Context: an optimization exercise on an open-source flow, tuned for small area, a short achievable clock period and few clock cycles per item. The choices shown serve that exercise and are no tape-out recipe. In this exercise RTL edits were held to simulation tests only and were not proved equivalent to the original.

## flow/design.v

```verilog
`default_nettype none
package fc_pkg;
    localparam int BYTE_W    = 8;
    localparam int WORD_W    = 32;
    localparam int IN_COUNT  = 8;
    localparam int OUT_COUNT = 4;
    localparam int ACC_W     = 20;
    localparam int FEATURE_W = IN_COUNT * BYTE_W;
    localparam int FRAME_WORDS = (FEATURE_W + OUT_COUNT * FEATURE_W
                                  + OUT_COUNT * BYTE_W) / WORD_W;
    localparam int STEP_W = 4;
    typedef enum logic {
        LOAD_RECEIVE,
        LOAD_COMPUTE
    } loader_state_t;
    typedef enum logic [1:0] {
        LANE_IDLE,
        LANE_ACCUMULATE,
        LANE_BIAS_ADD,
        LANE_DONE
    } lane_state_t;
endpackage
`default_nettype wire
`default_nettype none
module fc_dot4_cs (
    input  wire [31:0] f,
    input  wire [31:0] w,
    output wire [18:0] s,
    output wire [18:0] c
);
wire one_0_0;
wire two_0_0;
wire neg_0_0;
wire x1;
wire x2;
wire x3;
wire x4;
wire x5;
wire x6;
wire x7;
wire x8;
wire x9;
wire nx10;
wire one_0_1;
wire two_0_1;
wire neg_0_1;
wire x11;
wire x12;
wire x13;
wire x14;
wire x15;
wire x16;
wire x17;
wire x18;
wire x19;
wire nx20;
wire one_0_2;
wire two_0_2;
wire neg_0_2;
wire x21;
wire x22;
wire x23;
wire x24;
wire x25;
wire x26;
wire x27;
wire x28;
wire x29;
wire nx30;
wire one_0_3;
wire two_0_3;
wire neg_0_3;
wire x31;
wire x32;
wire x33;
wire x34;
wire x35;
wire x36;
wire x37;
wire x38;
wire x39;
wire nx40;
wire one_1_0;
wire two_1_0;
wire neg_1_0;
wire x41;
wire x42;
wire x43;
wire x44;
wire x45;
wire x46;
wire x47;
wire x48;
wire x49;
wire nx50;
wire one_1_1;
wire two_1_1;
wire neg_1_1;
wire x51;
wire x52;
wire x53;
wire x54;
wire x55;
wire x56;
wire x57;
wire x58;
wire x59;
wire nx60;
wire one_1_2;
wire two_1_2;
wire neg_1_2;
wire x61;
wire x62;
wire x63;
wire x64;
wire x65;
wire x66;
wire x67;
wire x68;
wire x69;
wire nx70;
wire one_1_3;
wire two_1_3;
wire neg_1_3;
wire x71;
wire x72;
wire x73;
wire x74;
wire x75;
wire x76;
wire x77;
wire x78;
wire x79;
wire nx80;
wire one_2_0;
wire two_2_0;
wire neg_2_0;
wire x81;
wire x82;
wire x83;
wire x84;
wire x85;
wire x86;
wire x87;
wire x88;
wire x89;
wire nx90;
wire one_2_1;
wire two_2_1;
wire neg_2_1;
wire x91;
wire x92;
wire x93;
wire x94;
wire x95;
wire x96;
wire x97;
wire x98;
wire x99;
wire nx100;
wire one_2_2;
wire two_2_2;
wire neg_2_2;
wire x101;
wire x102;
wire x103;
wire x104;
wire x105;
wire x106;
wire x107;
wire x108;
wire x109;
wire nx110;
wire one_2_3;
wire two_2_3;
wire neg_2_3;
wire x111;
wire x112;
wire x113;
wire x114;
wire x115;
wire x116;
wire x117;
wire x118;
wire x119;
wire nx120;
wire one_3_0;
wire two_3_0;
wire neg_3_0;
wire x121;
wire x122;
wire x123;
wire x124;
wire x125;
wire x126;
wire x127;
wire x128;
wire x129;
wire nx130;
wire one_3_1;
wire two_3_1;
wire neg_3_1;
wire x131;
wire x132;
wire x133;
wire x134;
wire x135;
wire x136;
wire x137;
wire x138;
wire x139;
wire nx140;
wire one_3_2;
wire two_3_2;
wire neg_3_2;
wire x141;
wire x142;
wire x143;
wire x144;
wire x145;
wire x146;
wire x147;
wire x148;
wire x149;
wire nx150;
wire one_3_3;
wire two_3_3;
wire neg_3_3;
wire x151;
wire x152;
wire x153;
wire x154;
wire x155;
wire x156;
wire x157;
wire x158;
wire x159;
wire nx160;
wire s161;
wire c162;
wire s163;
wire c164;
wire s165;
wire c166;
wire s167;
wire c168;
wire s169;
wire c170;
wire s171;
wire c172;
wire s173;
wire c174;
wire s175;
wire c176;
wire s177;
wire c178;
wire s179;
wire c180;
wire s181;
wire c182;
wire s183;
wire c184;
wire s185;
wire c186;
wire s187;
wire c188;
wire s189;
wire c190;
wire s191;
wire c192;
wire s193;
wire c194;
wire s195;
wire c196;
wire s197;
wire c198;
wire s199;
wire c200;
wire s201;
wire c202;
wire s203;
wire c204;
wire s205;
wire c206;
wire s207;
wire c208;
wire s209;
wire c210;
wire s211;
wire c212;
wire s213;
wire c214;
wire s215;
wire c216;
wire s217;
wire c218;
wire s219;
wire c220;
wire s221;
wire c222;
wire s223;
wire c224;
wire s225;
wire c226;
wire s227;
wire c228;
wire s229;
wire c230;
wire s231;
wire c232;
wire s233;
wire c234;
wire s235;
wire c236;
wire s237;
wire c238;
wire s239;
wire c240;
wire s241;
wire c242;
wire s243;
wire c244;
wire s245;
wire c246;
wire s247;
wire c248;
wire s249;
wire c250;
wire s251;
wire c252;
wire s253;
wire c254;
wire s255;
wire c256;
wire s257;
wire c258;
wire s259;
wire c260;
wire s261;
wire c262;
wire s263;
wire c264;
wire s265;
wire c266;
wire s267;
wire c268;
wire s269;
wire c270;
wire s271;
wire c272;
wire s273;
wire c274;
wire s275;
wire c276;
wire s277;
wire c278;
wire s279;
wire c280;
wire s281;
wire c282;
wire s283;
wire c284;
wire s285;
wire c286;
wire s287;
wire c288;
wire s289;
wire c290;
wire s291;
wire c292;
wire s293;
wire c294;
wire s295;
wire c296;
wire s297;
wire c298;
wire s299;
wire c300;
wire s301;
wire c302;
wire s303;
wire c304;
wire s305;
wire c306;
wire s307;
wire c308;
wire s309;
wire c310;
wire s311;
wire c312;
wire s313;
wire c314;
wire s315;
wire c316;
wire s317;
wire c318;
wire s319;
wire c320;
wire s321;
wire c322;
wire s323;
wire c324;
wire s325;
wire c326;
wire s327;
wire c328;
wire s329;
wire c330;
wire s331;
wire c332;
wire s333;
wire c334;
wire s335;
wire c336;
wire s337;
wire c338;
wire s339;
wire c340;
wire s341;
wire c342;
wire s343;
wire c344;
wire s345;
wire c346;
wire s347;
wire c348;
wire s349;
wire c350;
wire s351;
wire c352;
wire s353;
wire c354;
wire s355;
wire c356;
wire s357;
wire c358;
wire s359;
wire c360;
wire s361;
wire c362;
wire s363;
wire c364;
wire s365;
wire c366;
wire s367;
wire c368;
wire s369;
wire c370;
wire s371;
wire c372;
wire s373;
wire c374;
wire s375;
wire c376;
wire s377;
wire c378;
wire s379;
wire c380;
wire s381;
wire c382;
wire s383;
wire c384;
wire s385;
wire c386;
wire s387;
wire c388;
wire s389;
wire c390;
wire s391;
wire c392;
wire s393;
wire c394;
wire s395;
wire c396;
wire s397;
wire c398;
wire s399;
wire c400;
wire s401;
wire c402;
wire s403;
wire c404;
wire s405;
wire c406;
wire s407;
wire c408;
wire s409;
wire c410;
wire s411;
wire c412;
wire s413;
wire c414;
wire s415;
wire c416;
wire s417;
wire c418;
wire s419;
wire c420;
wire s421;
wire c422;
wire s423;
wire c424;
wire s425;
wire c426;
wire s427;
wire c428;
wire s429;
wire c430;
wire s431;
wire c432;
wire s433;
wire c434;
wire s435;
wire c436;
wire s437;
wire c438;
wire s439;
wire c440;
wire s441;
wire c442;
wire s443;
wire c444;
wire s445;
wire c446;
wire s447;
wire c448;
wire s449;
wire c450;
wire s451;
wire c452;
wire s453;
wire c454;
wire s455;
wire c456;
assign one_0_0 = f[0] ^ 1'b0;
assign two_0_0 = (f[1] & ~f[0] & ~1'b0) | (~f[1] & f[0] & 1'b0);
assign neg_0_0 = f[1];
assign x1 = ((one_0_0 & w[0]) | (two_0_0 & 1'b0)) ^ neg_0_0;
assign x2 = ((one_0_0 & w[1]) | (two_0_0 & w[0])) ^ neg_0_0;
assign x3 = ((one_0_0 & w[2]) | (two_0_0 & w[1])) ^ neg_0_0;
assign x4 = ((one_0_0 & w[3]) | (two_0_0 & w[2])) ^ neg_0_0;
assign x5 = ((one_0_0 & w[4]) | (two_0_0 & w[3])) ^ neg_0_0;
assign x6 = ((one_0_0 & w[5]) | (two_0_0 & w[4])) ^ neg_0_0;
assign x7 = ((one_0_0 & w[6]) | (two_0_0 & w[5])) ^ neg_0_0;
assign x8 = ((one_0_0 & w[7]) | (two_0_0 & w[6])) ^ neg_0_0;
assign x9 = ((one_0_0 & w[7]) | (two_0_0 & w[7])) ^ neg_0_0;
assign nx10 = ~x9;
assign one_0_1 = f[2] ^ f[1];
assign two_0_1 = (f[3] & ~f[2] & ~f[1]) | (~f[3] & f[2] & f[1]);
assign neg_0_1 = f[3];
assign x11 = ((one_0_1 & w[0]) | (two_0_1 & 1'b0)) ^ neg_0_1;
assign x12 = ((one_0_1 & w[1]) | (two_0_1 & w[0])) ^ neg_0_1;
assign x13 = ((one_0_1 & w[2]) | (two_0_1 & w[1])) ^ neg_0_1;
assign x14 = ((one_0_1 & w[3]) | (two_0_1 & w[2])) ^ neg_0_1;
assign x15 = ((one_0_1 & w[4]) | (two_0_1 & w[3])) ^ neg_0_1;
assign x16 = ((one_0_1 & w[5]) | (two_0_1 & w[4])) ^ neg_0_1;
assign x17 = ((one_0_1 & w[6]) | (two_0_1 & w[5])) ^ neg_0_1;
assign x18 = ((one_0_1 & w[7]) | (two_0_1 & w[6])) ^ neg_0_1;
assign x19 = ((one_0_1 & w[7]) | (two_0_1 & w[7])) ^ neg_0_1;
assign nx20 = ~x19;
assign one_0_2 = f[4] ^ f[3];
assign two_0_2 = (f[5] & ~f[4] & ~f[3]) | (~f[5] & f[4] & f[3]);
assign neg_0_2 = f[5];
assign x21 = ((one_0_2 & w[0]) | (two_0_2 & 1'b0)) ^ neg_0_2;
assign x22 = ((one_0_2 & w[1]) | (two_0_2 & w[0])) ^ neg_0_2;
assign x23 = ((one_0_2 & w[2]) | (two_0_2 & w[1])) ^ neg_0_2;
assign x24 = ((one_0_2 & w[3]) | (two_0_2 & w[2])) ^ neg_0_2;
assign x25 = ((one_0_2 & w[4]) | (two_0_2 & w[3])) ^ neg_0_2;
assign x26 = ((one_0_2 & w[5]) | (two_0_2 & w[4])) ^ neg_0_2;
assign x27 = ((one_0_2 & w[6]) | (two_0_2 & w[5])) ^ neg_0_2;
assign x28 = ((one_0_2 & w[7]) | (two_0_2 & w[6])) ^ neg_0_2;
assign x29 = ((one_0_2 & w[7]) | (two_0_2 & w[7])) ^ neg_0_2;
assign nx30 = ~x29;
assign one_0_3 = f[6] ^ f[5];
assign two_0_3 = (f[7] & ~f[6] & ~f[5]) | (~f[7] & f[6] & f[5]);
assign neg_0_3 = f[7];
assign x31 = ((one_0_3 & w[0]) | (two_0_3 & 1'b0)) ^ neg_0_3;
assign x32 = ((one_0_3 & w[1]) | (two_0_3 & w[0])) ^ neg_0_3;
assign x33 = ((one_0_3 & w[2]) | (two_0_3 & w[1])) ^ neg_0_3;
assign x34 = ((one_0_3 & w[3]) | (two_0_3 & w[2])) ^ neg_0_3;
assign x35 = ((one_0_3 & w[4]) | (two_0_3 & w[3])) ^ neg_0_3;
assign x36 = ((one_0_3 & w[5]) | (two_0_3 & w[4])) ^ neg_0_3;
assign x37 = ((one_0_3 & w[6]) | (two_0_3 & w[5])) ^ neg_0_3;
assign x38 = ((one_0_3 & w[7]) | (two_0_3 & w[6])) ^ neg_0_3;
assign x39 = ((one_0_3 & w[7]) | (two_0_3 & w[7])) ^ neg_0_3;
assign nx40 = ~x39;
assign one_1_0 = f[8] ^ 1'b0;
assign two_1_0 = (f[9] & ~f[8] & ~1'b0) | (~f[9] & f[8] & 1'b0);
assign neg_1_0 = f[9];
assign x41 = ((one_1_0 & w[8]) | (two_1_0 & 1'b0)) ^ neg_1_0;
assign x42 = ((one_1_0 & w[9]) | (two_1_0 & w[8])) ^ neg_1_0;
assign x43 = ((one_1_0 & w[10]) | (two_1_0 & w[9])) ^ neg_1_0;
assign x44 = ((one_1_0 & w[11]) | (two_1_0 & w[10])) ^ neg_1_0;
assign x45 = ((one_1_0 & w[12]) | (two_1_0 & w[11])) ^ neg_1_0;
assign x46 = ((one_1_0 & w[13]) | (two_1_0 & w[12])) ^ neg_1_0;
assign x47 = ((one_1_0 & w[14]) | (two_1_0 & w[13])) ^ neg_1_0;
assign x48 = ((one_1_0 & w[15]) | (two_1_0 & w[14])) ^ neg_1_0;
assign x49 = ((one_1_0 & w[15]) | (two_1_0 & w[15])) ^ neg_1_0;
assign nx50 = ~x49;
assign one_1_1 = f[10] ^ f[9];
assign two_1_1 = (f[11] & ~f[10] & ~f[9]) | (~f[11] & f[10] & f[9]);
assign neg_1_1 = f[11];
assign x51 = ((one_1_1 & w[8]) | (two_1_1 & 1'b0)) ^ neg_1_1;
assign x52 = ((one_1_1 & w[9]) | (two_1_1 & w[8])) ^ neg_1_1;
assign x53 = ((one_1_1 & w[10]) | (two_1_1 & w[9])) ^ neg_1_1;
assign x54 = ((one_1_1 & w[11]) | (two_1_1 & w[10])) ^ neg_1_1;
assign x55 = ((one_1_1 & w[12]) | (two_1_1 & w[11])) ^ neg_1_1;
assign x56 = ((one_1_1 & w[13]) | (two_1_1 & w[12])) ^ neg_1_1;
assign x57 = ((one_1_1 & w[14]) | (two_1_1 & w[13])) ^ neg_1_1;
assign x58 = ((one_1_1 & w[15]) | (two_1_1 & w[14])) ^ neg_1_1;
assign x59 = ((one_1_1 & w[15]) | (two_1_1 & w[15])) ^ neg_1_1;
assign nx60 = ~x59;
assign one_1_2 = f[12] ^ f[11];
assign two_1_2 = (f[13] & ~f[12] & ~f[11]) | (~f[13] & f[12] & f[11]);
assign neg_1_2 = f[13];
assign x61 = ((one_1_2 & w[8]) | (two_1_2 & 1'b0)) ^ neg_1_2;
assign x62 = ((one_1_2 & w[9]) | (two_1_2 & w[8])) ^ neg_1_2;
assign x63 = ((one_1_2 & w[10]) | (two_1_2 & w[9])) ^ neg_1_2;
assign x64 = ((one_1_2 & w[11]) | (two_1_2 & w[10])) ^ neg_1_2;
assign x65 = ((one_1_2 & w[12]) | (two_1_2 & w[11])) ^ neg_1_2;
assign x66 = ((one_1_2 & w[13]) | (two_1_2 & w[12])) ^ neg_1_2;
assign x67 = ((one_1_2 & w[14]) | (two_1_2 & w[13])) ^ neg_1_2;
assign x68 = ((one_1_2 & w[15]) | (two_1_2 & w[14])) ^ neg_1_2;
assign x69 = ((one_1_2 & w[15]) | (two_1_2 & w[15])) ^ neg_1_2;
assign nx70 = ~x69;
assign one_1_3 = f[14] ^ f[13];
assign two_1_3 = (f[15] & ~f[14] & ~f[13]) | (~f[15] & f[14] & f[13]);
assign neg_1_3 = f[15];
assign x71 = ((one_1_3 & w[8]) | (two_1_3 & 1'b0)) ^ neg_1_3;
assign x72 = ((one_1_3 & w[9]) | (two_1_3 & w[8])) ^ neg_1_3;
assign x73 = ((one_1_3 & w[10]) | (two_1_3 & w[9])) ^ neg_1_3;
assign x74 = ((one_1_3 & w[11]) | (two_1_3 & w[10])) ^ neg_1_3;
assign x75 = ((one_1_3 & w[12]) | (two_1_3 & w[11])) ^ neg_1_3;
assign x76 = ((one_1_3 & w[13]) | (two_1_3 & w[12])) ^ neg_1_3;
assign x77 = ((one_1_3 & w[14]) | (two_1_3 & w[13])) ^ neg_1_3;
assign x78 = ((one_1_3 & w[15]) | (two_1_3 & w[14])) ^ neg_1_3;
assign x79 = ((one_1_3 & w[15]) | (two_1_3 & w[15])) ^ neg_1_3;
assign nx80 = ~x79;
assign one_2_0 = f[16] ^ 1'b0;
assign two_2_0 = (f[17] & ~f[16] & ~1'b0) | (~f[17] & f[16] & 1'b0);
assign neg_2_0 = f[17];
assign x81 = ((one_2_0 & w[16]) | (two_2_0 & 1'b0)) ^ neg_2_0;
assign x82 = ((one_2_0 & w[17]) | (two_2_0 & w[16])) ^ neg_2_0;
assign x83 = ((one_2_0 & w[18]) | (two_2_0 & w[17])) ^ neg_2_0;
assign x84 = ((one_2_0 & w[19]) | (two_2_0 & w[18])) ^ neg_2_0;
assign x85 = ((one_2_0 & w[20]) | (two_2_0 & w[19])) ^ neg_2_0;
assign x86 = ((one_2_0 & w[21]) | (two_2_0 & w[20])) ^ neg_2_0;
assign x87 = ((one_2_0 & w[22]) | (two_2_0 & w[21])) ^ neg_2_0;
assign x88 = ((one_2_0 & w[23]) | (two_2_0 & w[22])) ^ neg_2_0;
assign x89 = ((one_2_0 & w[23]) | (two_2_0 & w[23])) ^ neg_2_0;
assign nx90 = ~x89;
assign one_2_1 = f[18] ^ f[17];
assign two_2_1 = (f[19] & ~f[18] & ~f[17]) | (~f[19] & f[18] & f[17]);
assign neg_2_1 = f[19];
assign x91 = ((one_2_1 & w[16]) | (two_2_1 & 1'b0)) ^ neg_2_1;
assign x92 = ((one_2_1 & w[17]) | (two_2_1 & w[16])) ^ neg_2_1;
assign x93 = ((one_2_1 & w[18]) | (two_2_1 & w[17])) ^ neg_2_1;
assign x94 = ((one_2_1 & w[19]) | (two_2_1 & w[18])) ^ neg_2_1;
assign x95 = ((one_2_1 & w[20]) | (two_2_1 & w[19])) ^ neg_2_1;
assign x96 = ((one_2_1 & w[21]) | (two_2_1 & w[20])) ^ neg_2_1;
assign x97 = ((one_2_1 & w[22]) | (two_2_1 & w[21])) ^ neg_2_1;
assign x98 = ((one_2_1 & w[23]) | (two_2_1 & w[22])) ^ neg_2_1;
assign x99 = ((one_2_1 & w[23]) | (two_2_1 & w[23])) ^ neg_2_1;
assign nx100 = ~x99;
assign one_2_2 = f[20] ^ f[19];
assign two_2_2 = (f[21] & ~f[20] & ~f[19]) | (~f[21] & f[20] & f[19]);
assign neg_2_2 = f[21];
assign x101 = ((one_2_2 & w[16]) | (two_2_2 & 1'b0)) ^ neg_2_2;
assign x102 = ((one_2_2 & w[17]) | (two_2_2 & w[16])) ^ neg_2_2;
assign x103 = ((one_2_2 & w[18]) | (two_2_2 & w[17])) ^ neg_2_2;
assign x104 = ((one_2_2 & w[19]) | (two_2_2 & w[18])) ^ neg_2_2;
assign x105 = ((one_2_2 & w[20]) | (two_2_2 & w[19])) ^ neg_2_2;
assign x106 = ((one_2_2 & w[21]) | (two_2_2 & w[20])) ^ neg_2_2;
assign x107 = ((one_2_2 & w[22]) | (two_2_2 & w[21])) ^ neg_2_2;
assign x108 = ((one_2_2 & w[23]) | (two_2_2 & w[22])) ^ neg_2_2;
assign x109 = ((one_2_2 & w[23]) | (two_2_2 & w[23])) ^ neg_2_2;
assign nx110 = ~x109;
assign one_2_3 = f[22] ^ f[21];
assign two_2_3 = (f[23] & ~f[22] & ~f[21]) | (~f[23] & f[22] & f[21]);
assign neg_2_3 = f[23];
assign x111 = ((one_2_3 & w[16]) | (two_2_3 & 1'b0)) ^ neg_2_3;
assign x112 = ((one_2_3 & w[17]) | (two_2_3 & w[16])) ^ neg_2_3;
assign x113 = ((one_2_3 & w[18]) | (two_2_3 & w[17])) ^ neg_2_3;
assign x114 = ((one_2_3 & w[19]) | (two_2_3 & w[18])) ^ neg_2_3;
assign x115 = ((one_2_3 & w[20]) | (two_2_3 & w[19])) ^ neg_2_3;
assign x116 = ((one_2_3 & w[21]) | (two_2_3 & w[20])) ^ neg_2_3;
assign x117 = ((one_2_3 & w[22]) | (two_2_3 & w[21])) ^ neg_2_3;
assign x118 = ((one_2_3 & w[23]) | (two_2_3 & w[22])) ^ neg_2_3;
assign x119 = ((one_2_3 & w[23]) | (two_2_3 & w[23])) ^ neg_2_3;
assign nx120 = ~x119;
assign one_3_0 = f[24] ^ 1'b0;
assign two_3_0 = (f[25] & ~f[24] & ~1'b0) | (~f[25] & f[24] & 1'b0);
assign neg_3_0 = f[25];
assign x121 = ((one_3_0 & w[24]) | (two_3_0 & 1'b0)) ^ neg_3_0;
assign x122 = ((one_3_0 & w[25]) | (two_3_0 & w[24])) ^ neg_3_0;
assign x123 = ((one_3_0 & w[26]) | (two_3_0 & w[25])) ^ neg_3_0;
assign x124 = ((one_3_0 & w[27]) | (two_3_0 & w[26])) ^ neg_3_0;
assign x125 = ((one_3_0 & w[28]) | (two_3_0 & w[27])) ^ neg_3_0;
assign x126 = ((one_3_0 & w[29]) | (two_3_0 & w[28])) ^ neg_3_0;
assign x127 = ((one_3_0 & w[30]) | (two_3_0 & w[29])) ^ neg_3_0;
assign x128 = ((one_3_0 & w[31]) | (two_3_0 & w[30])) ^ neg_3_0;
assign x129 = ((one_3_0 & w[31]) | (two_3_0 & w[31])) ^ neg_3_0;
assign nx130 = ~x129;
assign one_3_1 = f[26] ^ f[25];
assign two_3_1 = (f[27] & ~f[26] & ~f[25]) | (~f[27] & f[26] & f[25]);
assign neg_3_1 = f[27];
assign x131 = ((one_3_1 & w[24]) | (two_3_1 & 1'b0)) ^ neg_3_1;
assign x132 = ((one_3_1 & w[25]) | (two_3_1 & w[24])) ^ neg_3_1;
assign x133 = ((one_3_1 & w[26]) | (two_3_1 & w[25])) ^ neg_3_1;
assign x134 = ((one_3_1 & w[27]) | (two_3_1 & w[26])) ^ neg_3_1;
assign x135 = ((one_3_1 & w[28]) | (two_3_1 & w[27])) ^ neg_3_1;
assign x136 = ((one_3_1 & w[29]) | (two_3_1 & w[28])) ^ neg_3_1;
assign x137 = ((one_3_1 & w[30]) | (two_3_1 & w[29])) ^ neg_3_1;
assign x138 = ((one_3_1 & w[31]) | (two_3_1 & w[30])) ^ neg_3_1;
assign x139 = ((one_3_1 & w[31]) | (two_3_1 & w[31])) ^ neg_3_1;
assign nx140 = ~x139;
assign one_3_2 = f[28] ^ f[27];
assign two_3_2 = (f[29] & ~f[28] & ~f[27]) | (~f[29] & f[28] & f[27]);
assign neg_3_2 = f[29];
assign x141 = ((one_3_2 & w[24]) | (two_3_2 & 1'b0)) ^ neg_3_2;
assign x142 = ((one_3_2 & w[25]) | (two_3_2 & w[24])) ^ neg_3_2;
assign x143 = ((one_3_2 & w[26]) | (two_3_2 & w[25])) ^ neg_3_2;
assign x144 = ((one_3_2 & w[27]) | (two_3_2 & w[26])) ^ neg_3_2;
assign x145 = ((one_3_2 & w[28]) | (two_3_2 & w[27])) ^ neg_3_2;
assign x146 = ((one_3_2 & w[29]) | (two_3_2 & w[28])) ^ neg_3_2;
assign x147 = ((one_3_2 & w[30]) | (two_3_2 & w[29])) ^ neg_3_2;
assign x148 = ((one_3_2 & w[31]) | (two_3_2 & w[30])) ^ neg_3_2;
assign x149 = ((one_3_2 & w[31]) | (two_3_2 & w[31])) ^ neg_3_2;
assign nx150 = ~x149;
assign one_3_3 = f[30] ^ f[29];
assign two_3_3 = (f[31] & ~f[30] & ~f[29]) | (~f[31] & f[30] & f[29]);
assign neg_3_3 = f[31];
assign x151 = ((one_3_3 & w[24]) | (two_3_3 & 1'b0)) ^ neg_3_3;
assign x152 = ((one_3_3 & w[25]) | (two_3_3 & w[24])) ^ neg_3_3;
assign x153 = ((one_3_3 & w[26]) | (two_3_3 & w[25])) ^ neg_3_3;
assign x154 = ((one_3_3 & w[27]) | (two_3_3 & w[26])) ^ neg_3_3;
assign x155 = ((one_3_3 & w[28]) | (two_3_3 & w[27])) ^ neg_3_3;
assign x156 = ((one_3_3 & w[29]) | (two_3_3 & w[28])) ^ neg_3_3;
assign x157 = ((one_3_3 & w[30]) | (two_3_3 & w[29])) ^ neg_3_3;
assign x158 = ((one_3_3 & w[31]) | (two_3_3 & w[30])) ^ neg_3_3;
assign x159 = ((one_3_3 & w[31]) | (two_3_3 & w[31])) ^ neg_3_3;
assign nx160 = ~x159;
assign s161 = x7 ^ x15;
assign c162 = x7 & x15;
assign s163 = x5 ^ x13 ^ x21;
assign c164 = (x5 & x13) | (x5 & x21) | (x13 & x21);
assign s165 = neg_0_2 ^ x45;
assign c166 = neg_0_2 & x45;
assign s167 = x6 ^ x14;
assign c168 = x6 & x14;
assign s169 = x23 ^ x31 ^ neg_0_3;
assign c170 = (x23 & x31) | (x23 & neg_0_3) | (x31 & neg_0_3);
assign s171 = x47 ^ x55 ^ x63;
assign c172 = (x47 & x55) | (x47 & x63) | (x55 & x63);
assign s173 = x71 ^ neg_1_3 ^ x87;
assign c174 = (x71 & neg_1_3) | (x71 & x87) | (neg_1_3 & x87);
assign s175 = x95 ^ x103;
assign c176 = x95 & x103;
assign s177 = x8 ^ x16 ^ x24;
assign c178 = (x8 & x16) | (x8 & x24) | (x16 & x24);
assign s179 = x32 ^ x48 ^ x56;
assign c180 = (x32 & x48) | (x32 & x56) | (x48 & x56);
assign s181 = x64 ^ x72 ^ x88;
assign c182 = (x64 & x72) | (x64 & x88) | (x72 & x88);
assign s183 = x96 ^ x104 ^ x112;
assign c184 = (x96 & x104) | (x96 & x112) | (x104 & x112);
assign s185 = nx10 ^ x17 ^ x25;
assign c186 = (nx10 & x17) | (nx10 & x25) | (x17 & x25);
assign s187 = x33 ^ nx50 ^ x57;
assign c188 = (x33 & nx50) | (x33 & x57) | (nx50 & x57);
assign s189 = x65 ^ x73 ^ nx90;
assign c190 = (x65 & x73) | (x65 & nx90) | (x73 & nx90);
assign s191 = x97 ^ x105;
assign c192 = x97 & x105;
assign s193 = x18 ^ x26 ^ x34;
assign c194 = (x18 & x26) | (x18 & x34) | (x26 & x34);
assign s195 = x58 ^ x66;
assign c196 = x58 & x66;
assign s197 = nx20 ^ x27 ^ x35;
assign c198 = (nx20 & x27) | (nx20 & x35) | (x27 & x35);
assign s199 = x3 ^ x11 ^ neg_0_1;
assign c200 = (x3 & x11) | (x3 & neg_0_1) | (x11 & neg_0_1);
assign s201 = x43 ^ x51;
assign c202 = x43 & x51;
assign s203 = x4 ^ x12;
assign c204 = x4 & x12;
assign s205 = x53 ^ x61 ^ neg_1_2;
assign c206 = (x53 & x61) | (x53 & neg_1_2) | (x61 & neg_1_2);
assign s207 = x85 ^ x93 ^ x101;
assign c208 = (x85 & x93) | (x85 & x101) | (x93 & x101);
assign s209 = neg_2_2 ^ x125;
assign c210 = neg_2_2 & x125;
assign s211 = x22 ^ x46 ^ x54;
assign c212 = (x22 & x46) | (x22 & x54) | (x46 & x54);
assign s213 = x62 ^ x86 ^ x94;
assign c214 = (x62 & x86) | (x62 & x94) | (x86 & x94);
assign s215 = x102 ^ x126 ^ x134;
assign c216 = (x102 & x126) | (x102 & x134) | (x126 & x134);
assign s217 = x142 ^ s167;
assign c218 = x142 & s167;
assign s219 = x111 ^ neg_2_3 ^ x127;
assign c220 = (x111 & neg_2_3) | (x111 & x127) | (neg_2_3 & x127);
assign s221 = x135 ^ x143 ^ x151;
assign c222 = (x135 & x143) | (x135 & x151) | (x143 & x151);
assign s223 = neg_3_3 ^ s161 ^ s169;
assign c224 = (neg_3_3 & s161) | (neg_3_3 & s169) | (s161 & s169);
assign s225 = s171 ^ s173 ^ s175;
assign c226 = (s171 & s173) | (s171 & s175) | (s173 & s175);
assign s227 = x128 ^ x136 ^ x144;
assign c228 = (x128 & x136) | (x128 & x144) | (x136 & x144);
assign s229 = x152 ^ c162 ^ s177;
assign c230 = (x152 & c162) | (x152 & s177) | (c162 & s177);
assign s231 = s179 ^ s181 ^ s183;
assign c232 = (s179 & s181) | (s179 & s183) | (s181 & s183);
assign s233 = c170 ^ c172 ^ c174;
assign c234 = (c170 & c172) | (c170 & c174) | (c172 & c174);
assign s235 = x113 ^ nx130 ^ x137;
assign c236 = (x113 & nx130) | (x113 & x137) | (nx130 & x137);
assign s237 = x145 ^ x153 ^ s185;
assign c238 = (x145 & x153) | (x145 & s185) | (x153 & s185);
assign s239 = s187 ^ s189 ^ s191;
assign c240 = (s187 & s189) | (s187 & s191) | (s189 & s191);
assign s241 = c178 ^ c180 ^ c182;
assign c242 = (c178 & c180) | (c178 & c182) | (c180 & c182);
assign s243 = x74 ^ x98 ^ x106;
assign c244 = (x74 & x98) | (x74 & x106) | (x98 & x106);
assign s245 = x114 ^ x138 ^ x146;
assign c246 = (x114 & x138) | (x114 & x146) | (x138 & x146);
assign s247 = x154 ^ s193 ^ s195;
assign c248 = (x154 & s193) | (x154 & s195) | (s193 & s195);
assign s249 = c186 ^ c188 ^ c190;
assign c250 = (c186 & c188) | (c186 & c190) | (c188 & c190);
assign s251 = nx60 ^ x67 ^ x75;
assign c252 = (nx60 & x67) | (nx60 & x75) | (x67 & x75);
assign s253 = nx100 ^ x107 ^ x115;
assign c254 = (nx100 & x107) | (nx100 & x115) | (x107 & x115);
assign s255 = nx140 ^ x147 ^ x155;
assign c256 = (nx140 & x147) | (nx140 & x155) | (x147 & x155);
assign s257 = s197 ^ c194 ^ c196;
assign c258 = (s197 & c194) | (s197 & c196) | (c194 & c196);
assign s259 = x28 ^ x36 ^ x68;
assign c260 = (x28 & x36) | (x28 & x68) | (x36 & x68);
assign s261 = x76 ^ x108 ^ x116;
assign c262 = (x76 & x108) | (x76 & x116) | (x108 & x116);
assign s263 = x148 ^ x156;
assign c264 = x148 & x156;
assign s265 = nx30 ^ x37 ^ nx70;
assign c266 = (nx30 & x37) | (nx30 & nx70) | (x37 & nx70);
assign s267 = x1 ^ neg_0_0 ^ x41;
assign c268 = (x1 & neg_0_0) | (x1 & x41) | (neg_0_0 & x41);
assign s269 = neg_1_1 ^ x83 ^ x91;
assign c270 = (neg_1_1 & x83) | (neg_1_1 & x91) | (x83 & x91);
assign s271 = neg_2_1 ^ x123;
assign c272 = neg_2_1 & x123;
assign s273 = x44 ^ x52 ^ x84;
assign c274 = (x44 & x52) | (x44 & x84) | (x52 & x84);
assign s275 = x92 ^ x124 ^ x132;
assign c276 = (x92 & x124) | (x92 & x132) | (x124 & x132);
assign s277 = s203 ^ c200;
assign c278 = s203 & c200;
assign s279 = x133 ^ x141 ^ neg_3_2;
assign c280 = (x133 & x141) | (x133 & neg_3_2) | (x141 & neg_3_2);
assign s281 = s163 ^ s165 ^ s205;
assign c282 = (s163 & s165) | (s163 & s205) | (s165 & s205);
assign s283 = s207 ^ s209 ^ c204;
assign c284 = (s207 & s209) | (s207 & c204) | (s209 & c204);
assign s285 = c164 ^ c166 ^ s211;
assign c286 = (c164 & c166) | (c164 & s211) | (c166 & s211);
assign s287 = s213 ^ s215 ^ s217;
assign c288 = (s213 & s215) | (s213 & s217) | (s215 & s217);
assign s289 = c206 ^ c208 ^ c210;
assign c290 = (c206 & c208) | (c206 & c210) | (c208 & c210);
assign s291 = c168 ^ s219 ^ s221;
assign c292 = (c168 & s219) | (c168 & s221) | (s219 & s221);
assign s293 = s223 ^ s225 ^ c212;
assign c294 = (s223 & s225) | (s223 & c212) | (s225 & c212);
assign s295 = c214 ^ c216 ^ c218;
assign c296 = (c214 & c216) | (c214 & c218) | (c216 & c218);
assign s297 = c176 ^ s227 ^ s229;
assign c298 = (c176 & s227) | (c176 & s229) | (s227 & s229);
assign s299 = s231 ^ s233 ^ c220;
assign c300 = (s231 & s233) | (s231 & c220) | (s233 & c220);
assign s301 = c222 ^ c224 ^ c226;
assign c302 = (c222 & c224) | (c222 & c226) | (c224 & c226);
assign s303 = c184 ^ s235 ^ s237;
assign c304 = (c184 & s235) | (c184 & s237) | (s235 & s237);
assign s305 = s239 ^ s241 ^ c228;
assign c306 = (s239 & s241) | (s239 & c228) | (s241 & c228);
assign s307 = c230 ^ c232 ^ c234;
assign c308 = (c230 & c232) | (c230 & c234) | (c232 & c234);
assign s309 = c192 ^ s243 ^ s245;
assign c310 = (c192 & s243) | (c192 & s245) | (s243 & s245);
assign s311 = s247 ^ s249 ^ c236;
assign c312 = (s247 & s249) | (s247 & c236) | (s249 & c236);
assign s313 = c238 ^ c240 ^ c242;
assign c314 = (c238 & c240) | (c238 & c242) | (c240 & c242);
assign s315 = s251 ^ s253 ^ s255;
assign c316 = (s251 & s253) | (s251 & s255) | (s253 & s255);
assign s317 = s257 ^ c244 ^ c246;
assign c318 = (s257 & c244) | (s257 & c246) | (c244 & c246);
assign s319 = c248 ^ c250 ^ 1'b1;
assign c320 = (c248 & c250) | (c248 & 1'b1) | (c250 & 1'b1);
assign s321 = c198 ^ s259 ^ s261;
assign c322 = (c198 & s259) | (c198 & s261) | (s259 & s261);
assign s323 = s263 ^ c252 ^ c254;
assign c324 = (s263 & c252) | (s263 & c254) | (c252 & c254);
assign s325 = c256 ^ c258 ^ 1'b1;
assign c326 = (c256 & c258) | (c256 & 1'b1) | (c258 & 1'b1);
assign s327 = x77 ^ nx110 ^ x117;
assign c328 = (x77 & nx110) | (x77 & x117) | (nx110 & x117);
assign s329 = nx150 ^ x157 ^ s265;
assign c330 = (nx150 & x157) | (nx150 & s265) | (x157 & s265);
assign s331 = c260 ^ c262 ^ c264;
assign c332 = (c260 & c262) | (c260 & c264) | (c262 & c264);
assign s333 = x38 ^ x78 ^ x118;
assign c334 = (x38 & x78) | (x38 & x118) | (x78 & x118);
assign s335 = x158 ^ c266;
assign c336 = x158 & c266;
assign s337 = neg_1_0 ^ x81 ^ neg_2_0;
assign c338 = (neg_1_0 & x81) | (neg_1_0 & neg_2_0) | (x81 & neg_2_0);
assign s339 = x2 ^ x42 ^ x82;
assign c340 = (x2 & x42) | (x2 & x82) | (x42 & x82);
assign s341 = x131 ^ neg_3_1 ^ s199;
assign c342 = (x131 & neg_3_1) | (x131 & s199) | (neg_3_1 & s199);
assign s343 = s201 ^ s269;
assign c344 = s201 & s269;
assign s345 = c202 ^ s273 ^ s275;
assign c346 = (c202 & s273) | (c202 & s275) | (s273 & s275);
assign s347 = s277 ^ c270 ^ c272;
assign c348 = (s277 & c270) | (s277 & c272) | (c270 & c272);
assign s349 = s279 ^ s281 ^ s283;
assign c350 = (s279 & s281) | (s279 & s283) | (s281 & s283);
assign s351 = c274 ^ c276 ^ c278;
assign c352 = (c274 & c276) | (c274 & c278) | (c276 & c278);
assign s353 = s285 ^ s287 ^ s289;
assign c354 = (s285 & s287) | (s285 & s289) | (s287 & s289);
assign s355 = c280 ^ c282 ^ c284;
assign c356 = (c280 & c282) | (c280 & c284) | (c282 & c284);
assign s357 = s291 ^ s293 ^ s295;
assign c358 = (s291 & s293) | (s291 & s295) | (s293 & s295);
assign s359 = c286 ^ c288 ^ c290;
assign c360 = (c286 & c288) | (c286 & c290) | (c288 & c290);
assign s361 = s297 ^ s299 ^ s301;
assign c362 = (s297 & s299) | (s297 & s301) | (s299 & s301);
assign s363 = c292 ^ c294 ^ c296;
assign c364 = (c292 & c294) | (c292 & c296) | (c294 & c296);
assign s365 = s303 ^ s305 ^ s307;
assign c366 = (s303 & s305) | (s303 & s307) | (s305 & s307);
assign s367 = c298 ^ c300 ^ c302;
assign c368 = (c298 & c300) | (c298 & c302) | (c300 & c302);
assign s369 = s309 ^ s311 ^ s313;
assign c370 = (s309 & s311) | (s309 & s313) | (s311 & s313);
assign s371 = c304 ^ c306 ^ c308;
assign c372 = (c304 & c306) | (c304 & c308) | (c306 & c308);
assign s373 = s315 ^ s317 ^ s319;
assign c374 = (s315 & s317) | (s315 & s319) | (s317 & s319);
assign s375 = c310 ^ c312 ^ c314;
assign c376 = (c310 & c312) | (c310 & c314) | (c312 & c314);
assign s377 = s321 ^ s323 ^ s325;
assign c378 = (s321 & s323) | (s321 & s325) | (s323 & s325);
assign s379 = c316 ^ c318 ^ c320;
assign c380 = (c316 & c318) | (c316 & c320) | (c318 & c320);
assign s381 = s327 ^ s329 ^ s331;
assign c382 = (s327 & s329) | (s327 & s331) | (s329 & s331);
assign s383 = c322 ^ c324 ^ c326;
assign c384 = (c322 & c324) | (c322 & c326) | (c324 & c326);
assign s385 = s333 ^ s335 ^ c328;
assign c386 = (s333 & s335) | (s333 & c328) | (s335 & c328);
assign s387 = c330 ^ c332 ^ 1'b1;
assign c388 = (c330 & c332) | (c330 & 1'b1) | (c332 & 1'b1);
assign s389 = nx40 ^ nx80 ^ nx120;
assign c390 = (nx40 & nx80) | (nx40 & nx120) | (nx80 & nx120);
assign s391 = nx160 ^ c334 ^ c336;
assign c392 = (nx160 & c334) | (nx160 & c336) | (c334 & c336);
assign s393 = x121 ^ neg_3_0;
assign c394 = x121 & neg_3_0;
assign s395 = x122 ^ c268 ^ s339;
assign c396 = (x122 & c268) | (x122 & s339) | (c268 & s339);
assign s397 = s271 ^ s341 ^ s343;
assign c398 = (s271 & s341) | (s271 & s343) | (s341 & s343);
assign s399 = s345 ^ s347 ^ c342;
assign c400 = (s345 & s347) | (s345 & c342) | (s347 & c342);
assign s401 = s349 ^ s351 ^ c346;
assign c402 = (s349 & s351) | (s349 & c346) | (s351 & c346);
assign s403 = s353 ^ s355 ^ c350;
assign c404 = (s353 & s355) | (s353 & c350) | (s355 & c350);
assign s405 = s357 ^ s359 ^ c354;
assign c406 = (s357 & s359) | (s357 & c354) | (s359 & c354);
assign s407 = s361 ^ s363 ^ c358;
assign c408 = (s361 & s363) | (s361 & c358) | (s363 & c358);
assign s409 = s365 ^ s367 ^ c362;
assign c410 = (s365 & s367) | (s365 & c362) | (s367 & c362);
assign s411 = s369 ^ s371 ^ c366;
assign c412 = (s369 & s371) | (s369 & c366) | (s371 & c366);
assign s413 = s373 ^ s375 ^ c370;
assign c414 = (s373 & s375) | (s373 & c370) | (s375 & c370);
assign s415 = s377 ^ s379 ^ c374;
assign c416 = (s377 & s379) | (s377 & c374) | (s379 & c374);
assign s417 = s381 ^ s383 ^ c378;
assign c418 = (s381 & s383) | (s381 & c378) | (s383 & c378);
assign s419 = s385 ^ s387 ^ c382;
assign c420 = (s385 & s387) | (s385 & c382) | (s387 & c382);
assign s421 = s389 ^ s391 ^ c386;
assign c422 = (s389 & s391) | (s389 & c386) | (s391 & c386);
assign s423 = c390 ^ c392;
assign c424 = c390 & c392;
assign s425 = s267 ^ s337;
assign c426 = s267 & s337;
assign s427 = c338 ^ s395 ^ c394;
assign c428 = (c338 & s395) | (c338 & c394) | (s395 & c394);
assign s429 = c340 ^ s397 ^ c396;
assign c430 = (c340 & s397) | (c340 & c396) | (s397 & c396);
assign s431 = c344 ^ s399 ^ c398;
assign c432 = (c344 & s399) | (c344 & c398) | (s399 & c398);
assign s433 = c348 ^ s401 ^ c400;
assign c434 = (c348 & s401) | (c348 & c400) | (s401 & c400);
assign s435 = c352 ^ s403 ^ c402;
assign c436 = (c352 & s403) | (c352 & c402) | (s403 & c402);
assign s437 = c356 ^ s405 ^ c404;
assign c438 = (c356 & s405) | (c356 & c404) | (s405 & c404);
assign s439 = c360 ^ s407 ^ c406;
assign c440 = (c360 & s407) | (c360 & c406) | (s407 & c406);
assign s441 = c364 ^ s409 ^ c408;
assign c442 = (c364 & s409) | (c364 & c408) | (s409 & c408);
assign s443 = c368 ^ s411 ^ c410;
assign c444 = (c368 & s411) | (c368 & c410) | (s411 & c410);
assign s445 = c372 ^ s413 ^ c412;
assign c446 = (c372 & s413) | (c372 & c412) | (s413 & c412);
assign s447 = c376 ^ s415 ^ c414;
assign c448 = (c376 & s415) | (c376 & c414) | (s415 & c414);
assign s449 = c380 ^ s417 ^ c416;
assign c450 = (c380 & s417) | (c380 & c416) | (s417 & c416);
assign s451 = c384 ^ s419 ^ c418;
assign c452 = (c384 & s419) | (c384 & c418) | (s419 & c418);
assign s453 = c388 ^ s421 ^ c420;
assign c454 = (c388 & s421) | (c388 & c420) | (s421 & c420);
assign s455 = s423 ^ c422 ^ 1'b1;
assign c456 = (s423 & c422) | (s423 & 1'b1) | (c422 & 1'b1);
assign s = {1'b1, 1'b1, c424, s455, s453, s451, s449, s447, s445, s443, s441, s439, s437, s435, s433, s431, s429, s427, s393};
assign c = {1'b0, 1'b0, c456, c454, c452, c450, c448, c446, c444, c442, c440, c438, c436, c434, c432, c430, c428, c426, s425};
endmodule
`default_nettype wire
`timescale 1ns/1ns
`default_nettype none
import fc_pkg::*;
module fc_layer_top (
    input  wire logic              clk,
    input  wire logic              rstn,
    input  wire logic              in_valid,
    input  wire logic [WORD_W-1:0] in_data,
    output logic                   out_valid,
    output logic      [WORD_W-1:0] out_data
);
    localparam int SW = 19;
    function automatic logic [7:0] quant(input logic [SW-1:0] x);
        if ((x[SW-1:15] == '0) || (x[SW-1:15] == '1)) quant = x[15:8];
        else quant = x[SW-1] ? 8'h80 : 8'h7F;
    endfunction
    logic        vq;
    logic [31:0] dq;
    logic [3:0]  cnt;       
    logic [3:0]  nidx;      
    logic        ldq, wtq, finq;
    assign nidx = !vq ? cnt : (cnt == 4'd10) ? 4'd0 : cnt + 4'd1;
    always_ff @(posedge clk) dq <= in_valid ? in_data : '0;
    always_ff @(posedge clk or negedge rstn) begin
        if (!rstn) begin
            vq   <= 1'b0;
            cnt  <= '0;
            ldq  <= 1'b0;
            wtq  <= 1'b0;
            finq <= 1'b0;
        end else begin
            vq   <= in_valid;
            cnt  <= nidx;
            ldq  <= in_valid && (nidx < 4'd2);
            wtq  <= in_valid && (nidx >= 4'd2) && (nidx <= 4'd9);
            finq <= in_valid && (nidx == 4'd10);
        end
    end
    logic [31:0] fhi, flo;
    always_ff @(posedge clk) begin
        if (ldq || wtq) begin
            flo <= fhi;
            fhi <= ldq ? dq : flo;
        end
    end
    logic [SW-1:0] s_d, c_d, cs_s, cs_c;
    fc_dot4_cs u_dot (
        .f (flo),
        .w (dq),
        .s (s_d),
        .c (c_d)
    );
    always_ff @(posedge clk) begin
        cs_s <= s_d;
        cs_c <= c_d;
    end
    logic e_even, e_r0, e_r1, e_r2, e_a3;
    always_ff @(posedge clk or negedge rstn) begin
        if (!rstn) begin
            e_even <= 1'b0;
            e_r0   <= 1'b0;
            e_r1   <= 1'b0;
            e_r2   <= 1'b0;
            e_a3   <= 1'b0;
        end else begin
            e_even <= wtq && !cnt[0];
            e_r0   <= wtq && (cnt == 4'd3);
            e_r1   <= wtq && (cnt == 4'd5);
            e_r2   <= wtq && (cnt == 4'd7);
            e_a3   <= wtq && (cnt == 4'd9);
        end
    end
    logic [SW-1:0] acc, r0, r1, r2;
    logic [SW-1:0] sum;
    logic [7:0]    b3;
    assign b3  = finq ? dq[31:24] : 8'h00;
    assign sum = (e_even ? '0 : acc) + cs_s + cs_c + {{(SW-8){b3[7]}}, b3};
    always_ff @(posedge clk) begin
        if (e_even || e_a3 || finq) acc <= sum;
        if (e_r0 || finq) r0 <= e_r0 ? sum : r0 + {{(SW-8){dq[7]}},  dq[7:0]};
        if (e_r1 || finq) r1 <= e_r1 ? sum : r1 + {{(SW-8){dq[15]}}, dq[15:8]};
        if (e_r2 || finq) r2 <= e_r2 ? sum : r2 + {{(SW-8){dq[23]}}, dq[23:16]};
    end
    always_ff @(posedge clk or negedge rstn) begin
        if (!rstn) out_valid <= 1'b0;
        else       out_valid <= finq;
    end
    assign out_data = {quant(acc), quant(r2), quant(r1), quant(r0)};
endmodule
`default_nettype wire
```

## flow/run.sh

```bash
#!/bin/bash
# synth_recipe.tcl (not shown) runs the flow's synth.tcl, then flattens the netlist and writes it again
# the make line also repeats each setting of config.mk as NAME=value (left out here)
make -C /OpenROAD-flow-scripts/flow DESIGN_CONFIG=/design/flow/config.mk WORK_HOME=/design/flow/orfs CLKGATE_MAP_FILE= SYNTH_SCRIPT=/design/flow/synth_recipe.tcl finish
```

## flow/config.mk

```make
export PLATFORM = sky130hd
export DESIGN_NAME = fc_layer_top
export DESIGN_NICKNAME = fc_layer_top
export VERILOG_FILES = /design/flow/design.v
export SDC_FILE = /design/flow/constraint.sdc
export NUM_CORES = 4
export LEC_CHECK = 0
export CAP_MARGIN = 20
export CORE_MARGIN = 2
export CORE_UTILIZATION = 40
export PLACE_DENSITY = 0.5
export SETUP_SLACK_MARGIN = 4
export SLEW_MARGIN = 20
```

## flow/constraint.sdc

```tcl
create_clock -name core_clock -period 9.0 [get_ports {clk}]
set_input_delay 1.8000 -clock core_clock [delete_from_list [all_inputs] [get_ports {clk}]]
set_output_delay 1.8000 -clock core_clock [all_outputs]
set_load 0.01 [all_outputs]
```

==> summary.txt <==
[state kept, by name (all words and copies together), names as in the netlist, 4 cells and up]
name / cells
r2: 19
dq: 32
fhi: 32
r0: 19
r1: 19
flo: 32
cs_s: 17
cs_c: 17
acc: 19
cnt: 4
[cells in the mapped netlist (6+ instances only)]
library cell | n | share of area
a21oi_1 | 178 | 0.046
o211ai_1 | 12 | 0.0047
xnor2_1 | 44 | 0.020
edfxtp_1 | 140 | 0.22
a21o_1 | 20 | 0.0078
ha_1 | 96 | 0.063
nor2_1 | 162 | 0.032
o22ai_1 | 52 | 0.017
mux2i_1 | 41 | 0.021
fa_1 | 154 | 0.16
dfrtp_1 | 14 | 0.018
inv_1 | 157 | 0.031
xor2_1 | 46 | 0.021
mux2_2 | 45 | 0.026
or2_2 | 9 | 0.0029
a221oi_1 | 33 | 0.015
nor4_1 | 7 | 0.0023
a22oi_1 | 56 | 0.022
o21a_1 | 12 | 0.0047
nand2b_1 | 20 | 0.0065
clkbuf_1 | 147 | 0.029
and2_1 | 57 | 0.019
nor3_1 | 19 | 0.0050
and3_1 | 6 | 0.0020
o21ai_0 | 131 | 0.034
buf_1 | 14 | 0.0027
nand3_1 | 36 | 0.0094
a22o_1 | 14 | 0.0064
dfxtp_1 | 66 | 0.069
a211oi_1 | 10 | 0.0039
nand2_1 | 168 | 0.033
nor2b_1 | 30 | 0.0098
nor3b_1 | 6 | 0.0023
a31oi_1 | 10 | 0.0033
[worst max path at each step]
stage | from | endpoint | slack, ps | cells past startpoint
after floorplan | flo[19]$_DFFE_PP_ | cs_s[7]$_DFF_P_ | 4390 | 13
after global placement | flo[11]$_DFFE_PP_ | cs_s[6]$_DFF_P_ | 3870 | 11
after detailed placement | flo[3]$_DFFE_PP_ | cs_s[10]$_DFF_P_ | 3800 | 12
after CTS | flo[1]$_DFFE_PP_ | cs_s[10]$_DFF_P_ | 4000 | 11
after global routing | flo[4]$_DFFE_PP_ | cs_s[10]$_DFF_P_ | 3950 | 11
final | flo[4]$_DFFE_PP_ | cs_s[10]$_DFF_P_ | 4160 | 11
[layout make-up]
type / instances / area share
clock buffer: 37 / 0.03771
timing repair buffer: 115 / 0.04853
tap: 615 / 0.03596
inverter: 159 / 0.02789
multi-input combinational: 1536 / 0.5662
sequential: 220 / 0.2749
clock inverter: 13 / 0.008828
[what timing repair did]
action                     4_1_cts  5_1_grt
buffers inserted                 8       16
setup endpoints to repair       12       23
resized for setup                1       12
pin swaps                        0        0
[routing by layer]
metal	GRT usage	up-vias	wire [um]	part of all wire
met3	0.02384	65	2470	0.045
met2	0.3851	363	26980	0.49
met1	0.2972	7352	24530	0.44
met4	0.05131	0	1265	0.023
li1	-	7253	-	-
met5	0	-	0	0
[stage by stage]
stage / utilization / hold WS [ps]
4_1_cts: 0.4469 / 418.0
3_5_place_dp: 0.4246 / 404.5
5_1_grt: 0.4501 / 424.6
3_3_place_gp: 0.4246 / 401.0
2_1_floorplan: - / 386.9
6_report: 0.4501 / 417.2
[cells by family after synthesis]
kind of cell | Yosys count | synth area share
compound gates | 572 | 0.1874
fa+ha+maj | 255 | 0.2260
mux | 86 | 0.04782
flops | 220 | 0.3063
buf+inv | 322 | 0.06315
simple gates | 533 | 0.1283
xor+xnor | 90 | 0.04110
==> results.yml <==
drt:
  drc: 0
  wirelength_mm: 55.25
  vias_per_cell: 5.578
  dr.pass1.iters: 5
  wl_per_cell_um: 20.50
  initialDrtViolationCount: 1167
  ant_nets: 0
  vias: 15030
timing:
  fmaxAchievable_ghz: 0.2066
  rsz0062_at_grt: "yes"
  clock_skew_ps: 19.56
  period_needed_ps: 4841
  slew_headroom: 0.3486
  setup_slack_ps: 4159
  drv_slew: 0
  finalSetupViolations: 0
  tns_ps: 0
  worst_pin_slew_ps: 977.1
  finalHoldViolCount: 0
  period_share: 0.5379
global_routing:
  grt_pass1_vias: 14400
  antenna_found_initial: 1
  grt_pass1_wl_mm: 85.46
  grt_util_all_layers: 0.2216
  overflow: 0
  grt_start_max_net_pins: 65
critical_path:
  critical_path_required_ps: 9460
  critPathLaunchType: "flop"
  cp.arrival_ps: 5310
  path_cells: "xor2_1, and2_1, a221oi_1, fa_1, fa_1, inv_1, fa_1, fa_1, fa_1, inv_1, fa_1"
  cp_num_buf_inv: 2
  path_class: "reg -> reg"
  cp-end-kind: "flop"
  path_max_fanout: 11
  timing.rr.end: "cs_s[10]$_DFF_P_"
  rrSetupSlack_ps: 4160
  cpMostUsedCell: "fa_1"
  crit_family: "adder cells"
  crit_slowest_cell: "edfxtp_1"
  worst_path_largest_cell_delay_ps: 570
  rr_startpoint: "flo[4]$_DFFE_PP_"
  worstRegToRegCells: 11
floorplanning:
  rows: 80
  die_x_um: 223.0
  io_pins: 68
  core-area_mm2: 0.04755
  die-area_mm2: 0.04972
  initial_core_util: 0.4034
  die_h_um: 223.0
place:
  dp.final_hpwl_mm: 40.99
  post-place-ws_ps: 3799
  place_inst: 2621
  port_buffers: 67
  placed_cell_area_mm2: 0.02019
  gp_congestion: 0.8902
final_layout:
  multi_input_area_mm2: 0.01212
  drive_gt1_frac: 0.08317
  num_antenna_cells: 0
  num-fill-cells: 4639
  layout_common_cells: "a21oi_1 (178), nand2_1 (167), inv_1 (157)"
  seq_area_mm2: 0.005883
  mostFrequentLayoutCell: "a21oi_1"
  fin_cells: 2695
  fin_nets: 2344
  design_area_mm2: 0.02140
  syn2layout_area_growth_pct: 11.58
yosys:
  synth_flop_cell: "edfxtp_1"
  synth-edff-count: 140
  syn_inst: 2078
  yosysWarnings: 1
  synthesis.nets: 2363
  avgSynthCellArea_um2: 9.230
  synth_seq_cells: 220
  mappedNetlistArea_mm2: 0.01918
  ys_types: 67
  ys_async_sr_fraction: 0.06364
  seq_area_frac_synth: 0.3063
clock_network:
  max-clock-path-buffers: 3
  clock_sinks: 220
  cts_buffers: 27
  clkLatencyLatePin_ps: 590
  clockRootBuffer: "clkbuf_16"
  cts_tree: "built"
  path_clk_slew_ps: 60
  cts_hold_buffers: 0
  htreeDepth: 1
min_path:
  min_from: "fhi[14]$_DFFE_PP_"
  hp-class: "reg -> reg"
  whs_endpoint: "flo[14]$_DFFE_PP_"
  min_delay_path_depth: 0
job:
  max-cap-violations: 0
status:
  status: "complete, no violations"
Testbench counts, summed over its fixed seeds: cycles 4,992, frames 384.

## static timing again, ports no longer ideal
The flow's constraints put no driver on any port. The routed layout listed below was extracted and timed again, unchanged, in two steps. Step 1 sets driving cells, clkbuf_16 on the clock port and buf_2 on the other inputs (assumed; they add their load-dependent delay and slew). Step 2 adds t to the input delays and takes it off the output delays; t is the mean of the earliest and latest rising clock arrival at the registers after step 1. Input paths then give back, and output paths get back, about the clock's delay inside the block. a / b / c = ideal / step 1 / step 2; a / b = the first two.
t, ns: 0.631
setup WS [ns]: 4.159 / 4.159 / 4.159
worst setup path after step 2: register to register
worst data-port slew with drivers (ns): 0.04
pins driven straight from the clock port: 1
After both steps this run still meets setup and hold. The setup slack of this run moves by 0.000 ns with the drivers and by 0.000 ns with both steps.
